Context: an optimization exercise on an open-source flow, tuned for small area and a short achievable clock period. The choices shown serve that exercise and are no tape-out recipe. Where RTL was checked, it was by simulation tests only, not by an equivalence proof against the original. The flow treats the clock pin as an ideal source, which a real chip does not have. Power and IR drop assume default switching activity.

## mem_responder
module mem_responder #(
   parameter int          DEPTH_WORDS = 64,
   parameter int          WAIT_CYCLES = 2,
   parameter logic [31:0] PASS_ADR    = 32'd84,
   parameter logic [31:0] PASS_DATA   = 32'd71,
   parameter logic [31:0] ALLOW_ADR   = 32'd80
) (
   input  logic        CLK,
   input  logic        Reset,
   input  logic        MemReq,
   input  logic        MemWrite,
   input  logic [31:0] DataAdr,
   input  logic [31:0] WriteData,
   input  logic [3:0]  ByteEn,
   output logic [31:0] ReadData,
   output logic        MemReady,
   output logic        Done,
   output logic        Pass
);
For scale: roughly 2100 flip-flops, ~73000 um2 of cells after synthesis.
export LEC_CHECK = 0
export CAP_MARGIN = 20
export CORE_MARGIN = 2
export CORE_UTILIZATION = 40
export SLEW_MARGIN = 20
create_clock -name core_clock -period 10.0 [get_ports {CLK}]
standard.sh (not shown) runs the stock make flow with config.mk's settings and CLKGATE_MAP_FILE= SYNTH_SCRIPT=/design/flow/synth_recipe.tcl, a recipe that flattens the netlist after the stock synthesis.
==> flow/flow/run.sh <==
#!/bin/bash
# Standard synthesis and layout; only the repair target margin differs from
# the default flow (repair_timing -setup_margin). Each tool's output goes
# to its own log in the work folder (ORFS also keeps per-step logs in orfs/logs).
set -euo pipefail
bash standard.sh synth > synth.log 2>&1
bash standard.sh SETUP_SLACK_MARGIN=7 finish > layout.log 2>&1
==> next run, changes <==
==> flow/flow/run.sh (replaced) <==
#!/bin/bash
# Standard synthesis (the standard.sh), then ORFS's standard layout steps
# with these changes: a larger repair_timing setup margin, clock-tree and
# port-buffer options. Each tool's output goes to its own log in the work
# folder (ORFS also keeps per-step logs in orfs/logs).
set -euo pipefail
bash standard.sh synth > synth.log 2>&1
bash standard.sh SETUP_SLACK_MARGIN=7 \
  CTS_ARGS="-sink_clustering_enable -repair_clock_nets -dont_use_dummy_load -sink_clustering_size 30 -sink_clustering_max_diameter 100" \
  BUFFER_PORTS_ARGS="-buffer_cell sky130_fd_sc_hd__buf_2" \
  finish > layout.log 2>&1
CORE_UTILIZATION = 65   (was 40)
PLACE_DENSITY = 0.75   (was unset)
=>
- area after synthesis does not change
- first-iteration DRC count goes up by 24%
- setup slack gets better by 170 ps
- critical path depth does not change
- sequential share of layout area climbs by 4.6 points
- fmax rises by 5.1%
==> next run, changes <==
==> flow/flow/run.sh (replaced) <==
#!/bin/bash
# Standard synthesis and layout; only the repair target margin differs from
# the default flow (repair_timing -setup_margin). Each tool's output goes
# to its own log in the work folder (ORFS also keeps per-step logs in orfs/logs).
set -euo pipefail
bash standard.sh synth > synth.log 2>&1
bash standard.sh SETUP_SLACK_MARGIN=6 finish > layout.log 2>&1
CORE_UTILIZATION = 40   (was 65)
PLACE_DENSITY = unset   (was 0.75)
After rerunning: The new run ran to the end with no violations; utilization drops by 23 points; design area climbs by 7.5%; wire length climbs by 7.1%; sequential power hardly moves; combinational power drops by about 0.8%; synthesized area does not change; total power climbs by 17%; count of clock-buffer cells in the layout climbs by 221; global-route usage drops by 14 points; fmax drops by 18%.
==> next run, changes <==
==> flow/flow/run.sh (replaced) <==
#!/bin/bash
# Standard synthesis (the standard.sh), then ORFS's standard layout steps
# with these changes: a larger repair_timing setup margin, clock-tree and
# port-buffer options. Each tool's output goes to its own log in the work
# folder (ORFS also keeps per-step logs in orfs/logs).
set -euo pipefail
bash standard.sh synth > synth.log 2>&1
bash standard.sh SETUP_SLACK_MARGIN=7 \
  CTS_ARGS="-sink_clustering_enable -repair_clock_nets -dont_use_dummy_load -sink_clustering_size 24 -sink_clustering_max_diameter 80" \
  BUFFER_PORTS_ARGS="-buffer_cell sky130_fd_sc_hd__buf_2" \
  finish > layout.log 2>&1
Outcome: Via count drops slightly; design area drops by a few percent; setup slack gains 650 ps; utilization drops by 2.1 points; first-iteration DRC count climbs by a few percent; routed wire length climbs slightly; maximum frequency climbs by about a fifth; sequential share of layout area climbs by 2.5 points.
==> next run, changes <==
--- a/flow/flow/run.sh
+++ b/flow/flow/run.sh
@@ -9 +9 @@
-  CTS_ARGS="-sink_clustering_enable -repair_clock_nets -dont_use_dummy_load -sink_clustering_size 24 -sink_clustering_max_diameter 80" \
+  CTS_ARGS="-sink_clustering_enable -repair_clock_nets -dont_use_dummy_load -buf_list sky130_fd_sc_hd__clkbuf_8 -sink_clustering_size 16" \
Synthesized cell count does not change.
Power came out higher by 6.8%.
Wire length increases by 1.3%.
Hold slack stays flat.
Setup slack degrades by 250 ps.
Combinational power barely changes.
Global-route usage goes up by 0.60 points.
Die area does not change.
Cell count goes up by 2.7%.
Function was not checked in any run of this note: the RTL went through the layout flow alone.

---

Setup of pepper:
The RTL this note starts from:
==> flow/design.v <==
module mem_responder #(
   parameter int          DEPTH_WORDS = 64,
   parameter int          WAIT_CYCLES = 2,
   parameter logic [31:0] PASS_ADR    = 32'd84,
   parameter logic [31:0] PASS_DATA   = 32'd71,
   parameter logic [31:0] ALLOW_ADR   = 32'd80
) (
   input  logic        CLK,
   input  logic        Reset,
   input  logic        MemReq,
   input  logic        MemWrite,
   input  logic [31:0] DataAdr,
   input  logic [31:0] WriteData,
   input  logic [3:0]  ByteEn,
   output logic [31:0] ReadData,
   output logic        MemReady,
   output logic        Done,
   output logic        Pass
);
   localparam int NG = 8;                   
   localparam int NL = 8;                   
   logic s1, s2, resp;
   logic idle;
   assign idle = ~(s1 | s2 | resp);
   always_ff @(posedge CLK or posedge Reset) begin
      if (Reset) begin
         s1   <= 1'b0;
         s2   <= 1'b0;
         resp <= 1'b0;
      end else begin
         s1   <= idle & MemReq;
         s2   <= s1;
         resp <= s2;
      end
   end
   assign MemReady = resp;
   logic [NL-1:0] cap_nlo;      
   logic [NG-1:0] cap_hi;       
   logic          cap_hi0;      
   logic [31:0]   cap_col;      
   logic          cap_d_pass;   
   logic [3:0]    cap_be;
   logic          cap_wr;
   logic          mem_ph;       
   logic unused_adr_lsb;
   assign unused_adr_lsb = ^DataAdr[1:0];
   always_ff @(posedge CLK) begin
      if (idle) begin
         for (int i = 0; i < NL; i++) cap_nlo[i] <= (DataAdr[4:2] != 3'(i));
         for (int i = 0; i < NG; i++) cap_hi[i] <= (DataAdr[7:5] == 3'(i));
         cap_hi0 <= ~|DataAdr[31:8];
         for (int i = 0; i < 32; i++)
            cap_col[i] <= (WriteData[i] ^ ~mem_ph) | ~ByteEn[i/8];
         cap_d_pass <= (WriteData == PASS_DATA);
         cap_be  <= ByteEn;
         cap_wr  <= MemWrite;
      end
   end
   logic [31:0] mem_q [DEPTH_WORDS];
   logic [31:0] col;
   logic        commit, commit_h;
   logic        st_commit;    
   always_ff @(posedge CLK) begin
      mem_ph <= ~mem_ph;
   end
   always_ff @(posedge CLK or posedge Reset) begin
      if (Reset) st_commit <= 1'b0;
      else       st_commit <= s2 & cap_wr;
   end
   assign commit   = st_commit;
   assign commit_h = resp & cap_wr;
   assign col      = cap_col;
   for (genvar w = 0; w < DEPTH_WORDS; w++) begin : g_word
      logic        hit;
      logic [3:0]  wr_set;
      logic        wr_hold;
      logic [31:0] nxt;
      assign hit     = cap_hi[w / NL] & ~cap_nlo[w % NL];
      assign wr_set  =  ({4{commit   & hit}} & cap_be);
      assign wr_hold = ~(commit_h & hit);
      for (genvar b = 0; b < 32; b++) begin : g_bit
         assign nxt[b] = ~((mem_q[w][b] | wr_set[b/8]) & (col[b] | wr_hold));
      end
      always_ff @(posedge CLK) mem_q[w] <= nxt;
   end
   logic          rd_en;
   logic [NG-1:0] nhi_rd;
   logic          rd_flip;
   logic [31:0]   grp [NG];
   logic [31:0]   rd_mux;
   logic [31:0]   rd_q;
   assign rd_en = s2 & ~cap_wr;
   assign nhi_rd  = ~(cap_hi & {NG{rd_en}});
   assign rd_flip = mem_ph | ~rd_en;
   always_comb begin
      for (int g = 0; g < NG; g++) begin
         grp[g] = '1;
         for (int l = 0; l < NL; l++)
            grp[g] = grp[g] & (mem_q[g*NL + l] | {32{cap_nlo[l]}});
      end
      rd_mux = '1;
      for (int g = 0; g < NG; g++)
         rd_mux = rd_mux & (grp[g] | {32{nhi_rd[g]}});
   end
   always_ff @(posedge CLK or posedge Reset) begin
      if (Reset) rd_q <= '0;
      else       rd_q <= rd_mux ^ {32{rd_flip}};
   end
   assign ReadData = rd_q;
   logic done_q, pass_q;
   logic hit_pass, hit_allow;
   assign hit_pass  = cap_hi0 && cap_hi[PASS_ADR[7:5]] && !cap_nlo[PASS_ADR[4:2]]
                      && cap_d_pass;
   assign hit_allow = cap_hi0 && cap_hi[ALLOW_ADR[7:5]] && !cap_nlo[ALLOW_ADR[4:2]];
   always_ff @(posedge CLK or posedge Reset) begin
      if (Reset) begin
         done_q <= 1'b0;
         pass_q <= 1'b0;
      end else if (commit && !done_q) begin
         if (hit_pass) begin
            done_q <= 1'b1;
            pass_q <= 1'b1;
         end else if (!hit_allow) begin
            done_q <= 1'b1;
            pass_q <= 1'b0;
         end
      end
   end
   assign Done = done_q;
   assign Pass = pass_q;
endmodule
clock: 10.0 ns
lec_check: 0
cap_margin: 20
core_margin: 2
core_utilization: 75
place_density: 0.85
slew_margin: 20
==> flow/flow/run.sh <==
#!/bin/bash
# Standard synthesis (the standard.sh), then ORFS's standard layout steps
# with these changes: a larger repair_timing setup margin, clock-tree and
# port-buffer options, and a pre-CTS step (flow/pre_cts.tcl) that moves the
# registers driving output ports next to their port buffers. Each tool's
# output goes to its own log in the work folder (ORFS also keeps per-step
# logs in orfs/logs).
set -euo pipefail
bash standard.sh synth > synth.log 2>&1
bash standard.sh SETUP_SLACK_MARGIN=7 \
  CTS_ARGS="-sink_clustering_enable -repair_clock_nets -dont_use_dummy_load -sink_clustering_size 30 -sink_clustering_max_diameter 100" \
  BUFFER_PORTS_ARGS="-buffer_cell sky130_fd_sc_hd__buf_2" \
  PRE_CTS_TCL="$PWD/flow/pre_cts.tcl" \
  finish > layout.log 2>&1
==> flow/flow/pre_cts.tcl <==
# Move each register that drives an output port next to that port's output
# buffer (which placement puts at the pin), so the register drives a short
# wire; the path into the register has slack to spare. Placement is then
# legalised again.
set block [ord::get_db_block]
set moved 0
foreach bterm [$block getBTerms] {
  if {[$bterm getIoType] != "OUTPUT"} { continue }
  set net [$bterm getNet]
  if {$net == "NULL"} { continue }
  set buf ""
  foreach it [$net getITerms] {
    if {[$it isOutputSignal]} { set buf [$it getInst] }
  }
  if {$buf == ""} { continue }
  set ff ""
  foreach it [$buf getITerms] {
    if {[$it isInputSignal] && [$it getNet] != "NULL"} {
      foreach d [[$it getNet] getITerms] {
        if {[$d isOutputSignal]} { set ff [$d getInst] }
      }
    }
  }
  if {$ff == ""} { continue }
  if {![[$ff getMaster] isSequential]} { continue }
  set loc [$buf getLocation]
  $ff setLocation [lindex $loc 0] [lindex $loc 1]
  $ff setPlacementStatus PLACED
  incr moved
}
puts "pre_cts: moved $moved output registers next to their port buffers"
detailed_placement
For fjord, these inputs were changed with respect to pepper:
- PLACE_DENSITY changed from 0.85 to 0.8
- CORE_UTILIZATION changed from 75 to 70
## What came out
fjord completed; timing, DRC and antenna clean. As far as clock-pin transition on the worst setup and hold timing paths is concerned, fjord and pepper perform about the same. Compared with pepper, fjord shows average vias per placed instance lower by about 4%. Combinational power | fjord below pepper. The source-to-sink clock delay at the later pin of the worst-skew pair on fjord is in line with that on pepper. On share of total power in sequential cells, fjord and pepper are basically level.
The inputs of sierra differ from those of fjord as listed below.
- swapping 0.8 for 0.75 in PLACE_DENSITY
- swapping 70 for 65 in CORE_UTILIZATION
Notes after the runs:
Diff fjord..sierra | area growth from synthesis to layout | negligible
| maximum frequency | sierra vs fjord | better |
Compared with fjord, in sierra count of multi-input gates neither gained nor lost much, average wire per cell in the routed design lost about 1.3%, utilization lost 5.3 points, sequential fraction of total cell area neither gained nor lost much, total power lost 0.21 mW.
Setup changes, sierra to nickel
==> flow/flow/run.sh <==
#!/bin/bash
# Standard synthesis (the standard.sh), then ORFS's standard layout steps
# with these changes: a larger repair_timing setup margin, clock-tree and
# port-buffer options. Each tool's output goes to its own log in the work
# folder (ORFS also keeps per-step logs in orfs/logs).
set -euo pipefail
bash standard.sh synth > synth.log 2>&1
bash standard.sh SETUP_SLACK_MARGIN=7 \
  CTS_ARGS="-sink_clustering_enable -repair_clock_nets -dont_use_dummy_load -sink_clustering_size 30 -sink_clustering_max_diameter 100" \
  BUFFER_PORTS_ARGS="-buffer_cell sky130_fd_sc_hd__buf_2" \
  finish > layout.log 2>&1
removed: flow/flow/pre_cts.tcl
### Flow results
Going from sierra to nickel, sequential power barely changed; global-route usage barely changed; maximum fanout along the worst path dropped 1; final critical-path required period climbed 0.12 ns. On clock network area share, sierra tracks nickel almost exactly. Summary of the comparison: signed area change from the synthesized netlist to the final layout is lower in nickel, relative to sierra. Summary of nickel over sierra: total power flat; number of nets in the layout flat; wire length down about 1.7%. Between nickel and sierra, the fraction of area in multi-input gates figures differ only marginally.

## separate check: timing with driven ports
In the flow no input, the clock included, has a driving cell. The finished layouts below were timed again as built, in two steps.
Step 1 (the two cells are an assumption about what drives the block):
set clk [get_ports {CLK}]
set_driving_cell -lib_cell sky130_fd_sc_hd__clkbuf_16 $clk
set_driving_cell -lib_cell sky130_fd_sc_hd__buf_2 [delete_from_list [all_inputs] $clk]
Step 2 adds t to the input delays and takes it off the output delays; t is the mean of the earliest and latest rising clock arrival at the registers after step 1. Input paths then give back, and output paths get back, about the clock's delay inside the block.
a / b / c = no drivers / after step 1 / after step 2; a / b = the first two.
| run | t, ns | slack for setup (ns) | worst setup path at the end | clock arrival spread, ns | worst register clock-pin slew, ns |
|---|---|---|---|---|---|
| the first run of note 1 | 0.929 | 6.484 / 6.401 / 6.437 | input to register | 0.047 / 0.047 | 0.07 / 0.07 |
| the second run of note 1 | 0.785 | 6.655 / 6.572 / 6.908 | register to register | 0.061 / 0.060 | 0.12 / 0.12 |
| the third run of note 1 | 0.930 | 5.906 / 5.906 / 5.906 | register to register | 0.044 / 0.044 | 0.07 / 0.07 |
| the fourth run of note 1 | 0.817 | 6.560 / 6.473 / 6.819 | input to register | 0.096 / 0.097 | 0.10 / 0.10 |
| the fifth run of note 1 | 1.122 | 6.310 / 6.230 / 6.737 | input to register | 0.085 / 0.086 | 0.07 / 0.07 |
| pepper | 0.776 | 6.572 / 6.572 / 6.452 | input to register | 0.066 / 0.066 | 0.12 / 0.12 |
| fjord | 0.781 | 6.711 / 6.636 / 6.519 | input to register | 0.070 / 0.070 | 0.12 / 0.12 |
| sierra | 0.786 | 6.736 / 6.655 / 6.788 | input to register | 0.045 / 0.045 | 0.12 / 0.12 |
| nickel | 0.774 | 6.618 / 6.543 / 6.688 | input to register | 0.067 / 0.067 | 0.12 / 0.12 |
After both steps every run listed still meets setup and hold. For fjord, which loses most, drivers alone change the setup slack by -0.075 ns; drivers and shift together by -0.192 ns.
